Background: an optimization exercise with open tools, aiming at small area and a short achievable clock period. Do not read the settings as production practice. RTL that was checked went through simulation tests only; none was proved equivalent to the original. Power is estimated from default activity; no workload was simulated.

==> 03-23: inputs <==
==> flow/design.v <==
`default_nettype none
module position_ledger #(
    parameter int SYMBOL_WIDTH = 32,
    parameter int VOLUME_WIDTH = 32,
    parameter int POS_WIDTH    = 48,
    parameter int NUM_SLOTS    = 16,
    parameter int SLOT_W       = $clog2(NUM_SLOTS)
) (
    input  wire logic                    clk,
    input  wire logic                    rst_n,
    input  wire logic                    upd_valid,
    input  wire logic [SYMBOL_WIDTH-1:0] upd_symbol,
    input  wire logic [VOLUME_WIDTH-1:0] upd_quantity,
    input  wire logic                    upd_side,
    input  wire logic [POS_WIDTH-2:0]    pos_limit,
    input  wire logic                    clear,
    input  wire logic                    qry_valid,
    input  wire logic [SYMBOL_WIDTH-1:0] qry_symbol,
    output logic                         qry_resp_valid,
    output logic                         qry_found,
    output logic [POS_WIDTH-1:0]         qry_position,
    output logic                         rpt_valid,
    output logic [SYMBOL_WIDTH-1:0]      rpt_symbol,
    output logic [POS_WIDTH-1:0]         rpt_position,
    output logic [SLOT_W-1:0]            rpt_slot,
    output logic                         rpt_breach,
    output logic                         table_full,
    output logic [SLOT_W:0]              used_slots,
    output logic [31:0]                  drop_count,
    output logic [31:0]                  breach_count
);
    localparam logic [POS_WIDTH-1:0] P_MAX = {1'b0, {(POS_WIDTH-1){1'b1}}};
    localparam logic [POS_WIDTH-1:0] N_MAX = {1'b1, {(POS_WIDTH-2){1'b0}}, 1'b1};
    logic [SYMBOL_WIDTH-1:0] sym_q [NUM_SLOTS];
    logic [POS_WIDTH-1:0]    pos_q [NUM_SLOTS];
    logic [SLOT_W:0]         used_q;
    logic                    s1_valid_q;
    logic [SYMBOL_WIDTH-1:0] s1_symbol_q;
    logic [VOLUME_WIDTH-1:0] s1_qty_q;       
    logic                    s1_side_q;
    logic [NUM_SLOTS-1:0]    s1_match_q;
    logic [POS_WIDTH-1:0]    s1_base_q;      
    logic [POS_WIDTH-1:0]    s1_bxq_q;       
    logic                    rpt_valid_q, rpt_breach_q;
    logic [SYMBOL_WIDTH-1:0] rpt_symbol_q;
    logic [POS_WIDTH-1:0]    rpt_position_q;
    logic [SLOT_W-1:0]       rpt_slot_q;
    logic                    qry_resp_valid_q, qry_found_q;
    logic [POS_WIDTH-1:0]    qry_position_q;
    logic [31:0]             drop_q, breach_cnt_q, breach_inc;
    logic [NUM_SLOTS-1:0]    valid, first_free, upd_m, qry_m, match_d, pos_we;
    logic                    full, hit, write_en, alloc, drop, breach, eq_s1, q_found;
    logic [SLOT_W-1:0]       hit_idx, wr_idx;
    logic [POS_WIDTH-1:0]    base, base_d, new_pos, q_pos;
    logic [POS_WIDTH:0]      sum;
    logic                    ovf_pos, ovf_neg, low_eq, lo_c;
    logic [VOLUME_WIDTH+1:0] lo_sum;
    logic [POS_WIDTH-VOLUME_WIDTH:0] hi_a, hi_p1, hi_m1, hi_sum;
    localparam int EXT_W = POS_WIDTH + 2;
    logic [EXT_W-1:0]        op_a, op_q, op_x, op_and, op_or, lim, gt_s, gt_c, gt_x, lt_s, lt_c, lt_x;
    logic [POS_WIDTH-1:0]    qty_ext_d;
    assign full = used_q[SLOT_W];
    always_comb begin
        for (int i = 0; i < NUM_SLOTS; i++) begin
            valid[i]      = used_q > (SLOT_W+1)'(i);
            first_free[i] = used_q == (SLOT_W+1)'(i);
            upd_m[i]      = valid[i] && (sym_q[i] == upd_symbol);
            qry_m[i]      = valid[i] && (sym_q[i] == qry_symbol);
        end
    end
    always_comb begin
        hit      = s1_valid_q && (|s1_match_q);
        write_en = s1_valid_q && (hit || !full) && !clear;
        alloc    = s1_valid_q && !hit && !full && !clear;
        drop     = s1_valid_q && !hit && full && !clear;
        base     = s1_base_q;
        hit_idx  = '0;
        for (int i = 0; i < NUM_SLOTS; i++) begin
            hit_idx = hit_idx | (s1_match_q[i] ? SLOT_W'(i) : '0);
            pos_we[i] = (s1_valid_q && s1_match_q[i]) || first_free[i];
        end
        wr_idx = hit ? hit_idx : used_q[SLOT_W-1:0];
        lo_sum  = {1'b0, base[VOLUME_WIDTH-1:0], 1'b1} + {1'b0, s1_qty_q, s1_side_q};
        lo_c    = lo_sum[VOLUME_WIDTH+1];
        hi_a    = {base[POS_WIDTH-1], base[POS_WIDTH-1:VOLUME_WIDTH]};
        hi_p1   = hi_a + 1'b1;
        hi_m1   = hi_a - 1'b1;
        if (lo_c && !s1_side_q)      hi_sum = hi_p1;
        else if (!lo_c && s1_side_q) hi_sum = hi_m1;
        else                         hi_sum = hi_a;
        sum     = {hi_sum, lo_sum[VOLUME_WIDTH:1]};
        low_eq  = (base[POS_WIDTH-2:0] == {{(POS_WIDTH-1-VOLUME_WIDTH){1'b0}}, ~s1_qty_q});
        ovf_pos = !sum[POS_WIDTH] && sum[POS_WIDTH-1];
        ovf_neg = s1_side_q && sum[POS_WIDTH] && (!sum[POS_WIDTH-1] || low_eq);
        new_pos = ovf_pos ? P_MAX : (ovf_neg ? N_MAX : sum[POS_WIDTH-1:0]);
        op_a    = {{(EXT_W-POS_WIDTH){base[POS_WIDTH-1]}}, base};
        op_q    = {{(EXT_W-VOLUME_WIDTH){s1_side_q}}, s1_qty_q};
        op_x    = {{(EXT_W-POS_WIDTH){base[POS_WIDTH-1] ^ s1_side_q}}, s1_bxq_q};
        op_and  = op_a & op_q;
        op_or   = op_a | op_q;
        lim     = {{(EXT_W-POS_WIDTH+1){1'b0}}, pos_limit};
        gt_s    = ~(op_x ^ lim);
        gt_c    = (op_and & lim) | (op_or & ~lim);
        gt_x    = gt_s + {gt_c[EXT_W-2:0], s1_side_q};
        lt_s    = op_x ^ lim;
        lt_c    = (op_or & lim) | (op_and & ~lim);
        lt_x    = lt_s + {lt_c[EXT_W-2:0], s1_side_q};
        breach  = (!gt_x[EXT_W-1] || lt_x[EXT_W-1]) && !((ovf_pos || ovf_neg) && (&pos_limit));
    end
    always_comb begin
        eq_s1   = (upd_symbol == s1_symbol_q);
        match_d = upd_m | ((alloc && eq_s1) ? first_free : '0);
        base_d  = '0;
        for (int i = 0; i < NUM_SLOTS; i++)
            base_d = base_d | (upd_m[i] ? pos_q[i] : '0);
        if (write_en && eq_s1) base_d = new_pos;
        qty_ext_d = {{(POS_WIDTH-VOLUME_WIDTH){upd_side}}, upd_quantity ^ {VOLUME_WIDTH{upd_side}}};
    end
    always_comb begin
        q_found = |qry_m;
        q_pos   = '0;
        for (int i = 0; i < NUM_SLOTS; i++)
            q_pos = q_pos | (qry_m[i] ? pos_q[i] : '0);
    end
    always_ff @(posedge clk) begin
        for (int i = 0; i < NUM_SLOTS; i++) begin
            if (first_free[i]) sym_q[i] <= s1_symbol_q;
            if (pos_we[i])     pos_q[i] <= new_pos;
        end
    end
    always_ff @(posedge clk) begin
        s1_symbol_q <= upd_symbol;
        s1_qty_q    <= upd_quantity ^ {VOLUME_WIDTH{upd_side}};
        s1_side_q   <= upd_side;
        s1_match_q  <= match_d;
        s1_base_q   <= base_d;
        s1_bxq_q    <= base_d ^ qty_ext_d;
    end
    always_ff @(posedge clk or negedge rst_n) begin
        if (!rst_n) begin
            s1_valid_q       <= 1'b0;
            used_q           <= '0;
            rpt_valid_q      <= 1'b0;
            rpt_symbol_q     <= '0;
            rpt_position_q   <= '0;
            rpt_slot_q       <= '0;
            rpt_breach_q     <= 1'b0;
            qry_resp_valid_q <= 1'b0;
            qry_found_q      <= 1'b0;
            qry_position_q   <= '0;
            drop_q           <= '0;
            breach_cnt_q     <= '0;
        end else begin
            s1_valid_q       <= upd_valid && !clear;
            used_q           <= clear ? '0 : used_q + (SLOT_W+1)'(alloc);
            rpt_valid_q      <= write_en;
            qry_resp_valid_q <= qry_valid && !clear;
            if (write_en) begin
                rpt_symbol_q   <= s1_symbol_q;
                rpt_position_q <= new_pos;
                rpt_slot_q     <= wr_idx;
                rpt_breach_q   <= breach;
            end
            if (qry_valid && !clear) begin
                qry_found_q    <= q_found;
                qry_position_q <= q_pos;
            end
            if (drop && (drop_q != 32'hFFFF_FFFF))
                drop_q <= drop_q + 32'd1;
            if (write_en && breach)
                breach_cnt_q <= breach_inc;
        end
    end
    assign rpt_valid      = rpt_valid_q;
    assign rpt_symbol     = rpt_symbol_q;
    assign rpt_position   = rpt_position_q;
    assign rpt_slot       = rpt_slot_q;
    assign rpt_breach     = rpt_breach_q;
    assign qry_resp_valid = qry_resp_valid_q;
    assign qry_found      = qry_found_q;
    assign qry_position   = qry_position_q;
    assign breach_inc     = breach_cnt_q + {31'd0, breach_cnt_q != 32'hFFFF_FFFF};
    assign used_slots     = used_q;
    assign table_full     = full;
    assign drop_count     = drop_q;
    assign breach_count   = breach_cnt_q;
endmodule
`default_nettype wire
==> flow/flow/run.sh <==
#!/bin/bash
set -euo pipefail
MARGIN=8.3
sed -E \
  -e "s/SETUP_SLACK_MARGIN=[^ ']+/SETUP_SLACK_MARGIN=${MARGIN}/" \
  -e "s/\"\\$\\{@:-finish\\}\"/MATCH_CELL_FOOTPRINT=0 'BUFFER_PORTS_ARGS=-buffer_cell sky130_fd_sc_hd__buf_4' \"\${@:-finish}\"/" \
  standard.sh > standard_tight.sh
grep -q "SETUP_SLACK_MARGIN=${MARGIN}" standard_tight.sh
grep -q "MATCH_CELL_FOOTPRINT=0" standard_tight.sh
bash standard_tight.sh > make_finish.log 2>&1
==> flow/standard.sh <==
#!/bin/bash
# synth_recipe.tcl (not shown) runs the flow's synth.tcl, then flattens the netlist and writes it again
# the make line also repeats each setting of config.mk as NAME=value (left out here)
make -C /OpenROAD-flow-scripts/flow DESIGN_CONFIG=/design/flow/config.mk WORK_HOME=/design/flow/orfs CLKGATE_MAP_FILE= SYNTH_SCRIPT=/design/flow/synth_recipe.tcl "${@:-finish}"
==> flow/config.mk <==
export PLATFORM = sky130hd
export DESIGN_NAME = position_ledger
export DESIGN_NICKNAME = position_ledger
export VERILOG_FILES = /design/flow/design.v
export SDC_FILE = /design/flow/constraint.sdc
export NUM_CORES = 4
export LEC_CHECK = 0
export CAP_MARGIN = 20
export CORE_MARGIN = 2
export CORE_UTILIZATION = 40
export SETUP_SLACK_MARGIN = 5
export SLEW_MARGIN = 20
==> flow/constraint.sdc <==
create_clock -name core_clock -period 13.0 [get_ports {clk}]
set_input_delay 2.6000 -clock core_clock [delete_from_list [all_inputs] [get_ports {clk}]]
set_output_delay 2.6000 -clock core_clock [all_outputs]
set_load 0.01 [all_outputs]
==> 12-24 (differences from 03-23) <==
--- a/flow/design.v
+++ b/flow/design.v
@@ -38,7 +38,5 @@
     logic [SYMBOL_WIDTH-1:0] s1_symbol_q;
-    logic [VOLUME_WIDTH-1:0] s1_qty_q;       
+    logic [VOLUME_WIDTH-1:0] s1_qty_q;
     logic                    s1_side_q;
     logic [NUM_SLOTS-1:0]    s1_match_q;
-    logic [POS_WIDTH-1:0]    s1_base_q;      
-    logic [POS_WIDTH-1:0]    s1_bxq_q;       
     logic                    rpt_valid_q, rpt_breach_q;
@@ -49,3 +47,3 @@
     logic [POS_WIDTH-1:0]    qry_position_q;
-    logic [31:0]             drop_q, breach_cnt_q, breach_inc;
+    logic [31:0]             drop_q, breach_cnt_q;
     logic [NUM_SLOTS-1:0]    valid, first_free, upd_m, qry_m, match_d, pos_we;
@@ -53,10 +51,5 @@
     logic [SLOT_W-1:0]       hit_idx, wr_idx;
-    logic [POS_WIDTH-1:0]    base, base_d, new_pos, q_pos;
+    logic [POS_WIDTH-1:0]    base, new_pos, abs_pos, q_pos;
     logic [POS_WIDTH:0]      sum;
-    logic                    ovf_pos, ovf_neg, low_eq, lo_c;
-    logic [VOLUME_WIDTH+1:0] lo_sum;
-    logic [POS_WIDTH-VOLUME_WIDTH:0] hi_a, hi_p1, hi_m1, hi_sum;
-    localparam int EXT_W = POS_WIDTH + 2;
-    logic [EXT_W-1:0]        op_a, op_q, op_x, op_and, op_or, lim, gt_s, gt_c, gt_x, lt_s, lt_c, lt_x;
-    logic [POS_WIDTH-1:0]    qty_ext_d;
+    logic                    ovf_pos, ovf_neg;
     assign full = used_q[SLOT_W];
@@ -75,5 +68,6 @@
         drop     = s1_valid_q && !hit && full && !clear;
-        base     = s1_base_q;
+        base     = '0;
         hit_idx  = '0;
         for (int i = 0; i < NUM_SLOTS; i++) begin
+            base    = base | (s1_match_q[i] ? pos_q[i] : '0);
             hit_idx = hit_idx | (s1_match_q[i] ? SLOT_W'(i) : '0);
@@ -82,28 +76,9 @@
         wr_idx = hit ? hit_idx : used_q[SLOT_W-1:0];
-        lo_sum  = {1'b0, base[VOLUME_WIDTH-1:0], 1'b1} + {1'b0, s1_qty_q, s1_side_q};
-        lo_c    = lo_sum[VOLUME_WIDTH+1];
-        hi_a    = {base[POS_WIDTH-1], base[POS_WIDTH-1:VOLUME_WIDTH]};
-        hi_p1   = hi_a + 1'b1;
-        hi_m1   = hi_a - 1'b1;
-        if (lo_c && !s1_side_q)      hi_sum = hi_p1;
-        else if (!lo_c && s1_side_q) hi_sum = hi_m1;
-        else                         hi_sum = hi_a;
-        sum     = {hi_sum, lo_sum[VOLUME_WIDTH:1]};
-        low_eq  = (base[POS_WIDTH-2:0] == {{(POS_WIDTH-1-VOLUME_WIDTH){1'b0}}, ~s1_qty_q});
+        sum    = s1_side_q ? ({base[POS_WIDTH-1], base} - {{(POS_WIDTH+1-VOLUME_WIDTH){1'b0}}, s1_qty_q})
+                           : ({base[POS_WIDTH-1], base} + {{(POS_WIDTH+1-VOLUME_WIDTH){1'b0}}, s1_qty_q});
         ovf_pos = !sum[POS_WIDTH] && sum[POS_WIDTH-1];
-        ovf_neg = s1_side_q && sum[POS_WIDTH] && (!sum[POS_WIDTH-1] || low_eq);
+        ovf_neg = sum[POS_WIDTH] && (!sum[POS_WIDTH-1] || (sum[POS_WIDTH-2:0] == '0));
         new_pos = ovf_pos ? P_MAX : (ovf_neg ? N_MAX : sum[POS_WIDTH-1:0]);
-        op_a    = {{(EXT_W-POS_WIDTH){base[POS_WIDTH-1]}}, base};
-        op_q    = {{(EXT_W-VOLUME_WIDTH){s1_side_q}}, s1_qty_q};
-        op_x    = {{(EXT_W-POS_WIDTH){base[POS_WIDTH-1] ^ s1_side_q}}, s1_bxq_q};
-        op_and  = op_a & op_q;
-        op_or   = op_a | op_q;
-        lim     = {{(EXT_W-POS_WIDTH+1){1'b0}}, pos_limit};
-        gt_s    = ~(op_x ^ lim);
-        gt_c    = (op_and & lim) | (op_or & ~lim);
-        gt_x    = gt_s + {gt_c[EXT_W-2:0], s1_side_q};
-        lt_s    = op_x ^ lim;
-        lt_c    = (op_or & lim) | (op_and & ~lim);
-        lt_x    = lt_s + {lt_c[EXT_W-2:0], s1_side_q};
-        breach  = (!gt_x[EXT_W-1] || lt_x[EXT_W-1]) && !((ovf_pos || ovf_neg) && (&pos_limit));
+        abs_pos = new_pos[POS_WIDTH-1] ? (~new_pos + 1'b1) : new_pos;
+        breach  = abs_pos > {1'b0, pos_limit};
     end
@@ -112,7 +87,2 @@
         match_d = upd_m | ((alloc && eq_s1) ? first_free : '0);
-        base_d  = '0;
-        for (int i = 0; i < NUM_SLOTS; i++)
-            base_d = base_d | (upd_m[i] ? pos_q[i] : '0);
-        if (write_en && eq_s1) base_d = new_pos;
-        qty_ext_d = {{(POS_WIDTH-VOLUME_WIDTH){upd_side}}, upd_quantity ^ {VOLUME_WIDTH{upd_side}}};
     end
@@ -132,7 +102,5 @@
         s1_symbol_q <= upd_symbol;
-        s1_qty_q    <= upd_quantity ^ {VOLUME_WIDTH{upd_side}};
+        s1_qty_q    <= upd_quantity;
         s1_side_q   <= upd_side;
         s1_match_q  <= match_d;
-        s1_base_q   <= base_d;
-        s1_bxq_q    <= base_d ^ qty_ext_d;
     end
@@ -169,4 +137,4 @@
                 drop_q <= drop_q + 32'd1;
-            if (write_en && breach)
-                breach_cnt_q <= breach_inc;
+            if (write_en && breach && (breach_cnt_q != 32'hFFFF_FFFF))
+                breach_cnt_q <= breach_cnt_q + 32'd1;
         end
@@ -181,3 +149,2 @@
     assign qry_position   = qry_position_q;
-    assign breach_inc     = breach_cnt_q + {31'd0, breach_cnt_q != 32'hFFFF_FFFF};
     assign used_slots     = used_q;
==> flow/run.sh (new file) <==
#!/bin/bash
# synth_recipe.tcl (not shown) runs the flow's synth.tcl, then flattens the netlist and writes it again
# the make line also repeats each setting of config.mk as NAME=value (left out here)
make -C /OpenROAD-flow-scripts/flow DESIGN_CONFIG=/design/flow/config.mk WORK_HOME=/design/flow/orfs CLKGATE_MAP_FILE= SYNTH_SCRIPT=/design/flow/synth_recipe.tcl finish
Settings changed: SETUP_SLACK_MARGIN 5 to 0.3.
removed: flow/flow/run.sh
removed: flow/standard.sh
==> qor summary <==
quantity	12-24	03-23
Clock tree buffer count of the final layout	236	214
Slowest cell on the critical path	a2111oi_0	a221oi_4
Global-route wire length before repair	454,000 µm	556,000 µm
Area of the mapped netlist	76,100 µm²	84,800 µm²
Run status	timing/DRC/antenna clean	timing/DRC/antenna clean
Net switching power	2980 µW	3400 µW
Ant diodes	9	20
Antenna violations before repair	24	19
GRT Total Usage	33.6%	36.7%
Met2 wire len	143,000 µm	165,000 µm
Number of detailed-route iterations in the first pass	9	15
Crit path arrival time	12.90 ns	5.80 ns
Net Count, Synth	6,222	7,394
Number of synthesized register bits	1,567	1,663
Avg Vias per Cell	6.65	7.05
Share of cells above drive strength 1	10.3%	18.3%
Wire per inst	37.2 µm	40.4 µm
Minimum setup slack after placement	1.01 ns	6.22 ns
Fill cell total of the finished layout	16.8k	18.6k
Area of all sequential standard cells	45,300 µm²	47,200 µm²
Slew at the pin closest to its max-slew limit	1.23 ns	1.24 ns
Via count of the first global-routing pass	57.4k	68.9k
Worst reg2reg path startpoint	s1_qty_q[4]	s1_base_q[20]
Area added between synthesis and finish	17.1%	21.1%
Function not checked in 03-23: the RTL went through the layout flow alone.

-- static timing again, ports no longer ideal --
The results above use ideal ports. As a check the final layouts listed here were re-extracted and re-timed, cells and wires unchanged.
Step 1 (the two cells are an assumption about what drives the block):
set clk [get_ports {clk}]
set_driving_cell -lib_cell sky130_fd_sc_hd__clkbuf_16 $clk
set_driving_cell -lib_cell sky130_fd_sc_hd__buf_2 [delete_from_list [all_inputs] $clk]
Step 2, shift: input delay + t, output delay - t, t = (earliest + latest rising clock arrival at the registers) / 2. This alone moves slack from input paths to output paths.
Three values: ideal ports, drivers, drivers and shift; two values: the first two.
| run | t (ns) | slack for setup (ns) | hold WS [ns] | worst setup path after step 2 |
|---|---|---|---|---|
| 03-23 | 0.964 | 7.980 / 8.040 / 7.077 | 0.469 / 0.469 / 0.469 | input to register |
| 12-24 | 0.922 | 0.844 / 0.844 / 0.844 | 0.464 / 0.464 / 0.464 | register to register |
After both steps every run listed still meets setup and hold. The setup slack of 03-23, which loses most, moves by +0.060 ns with the drivers and by -0.903 ns with both steps.
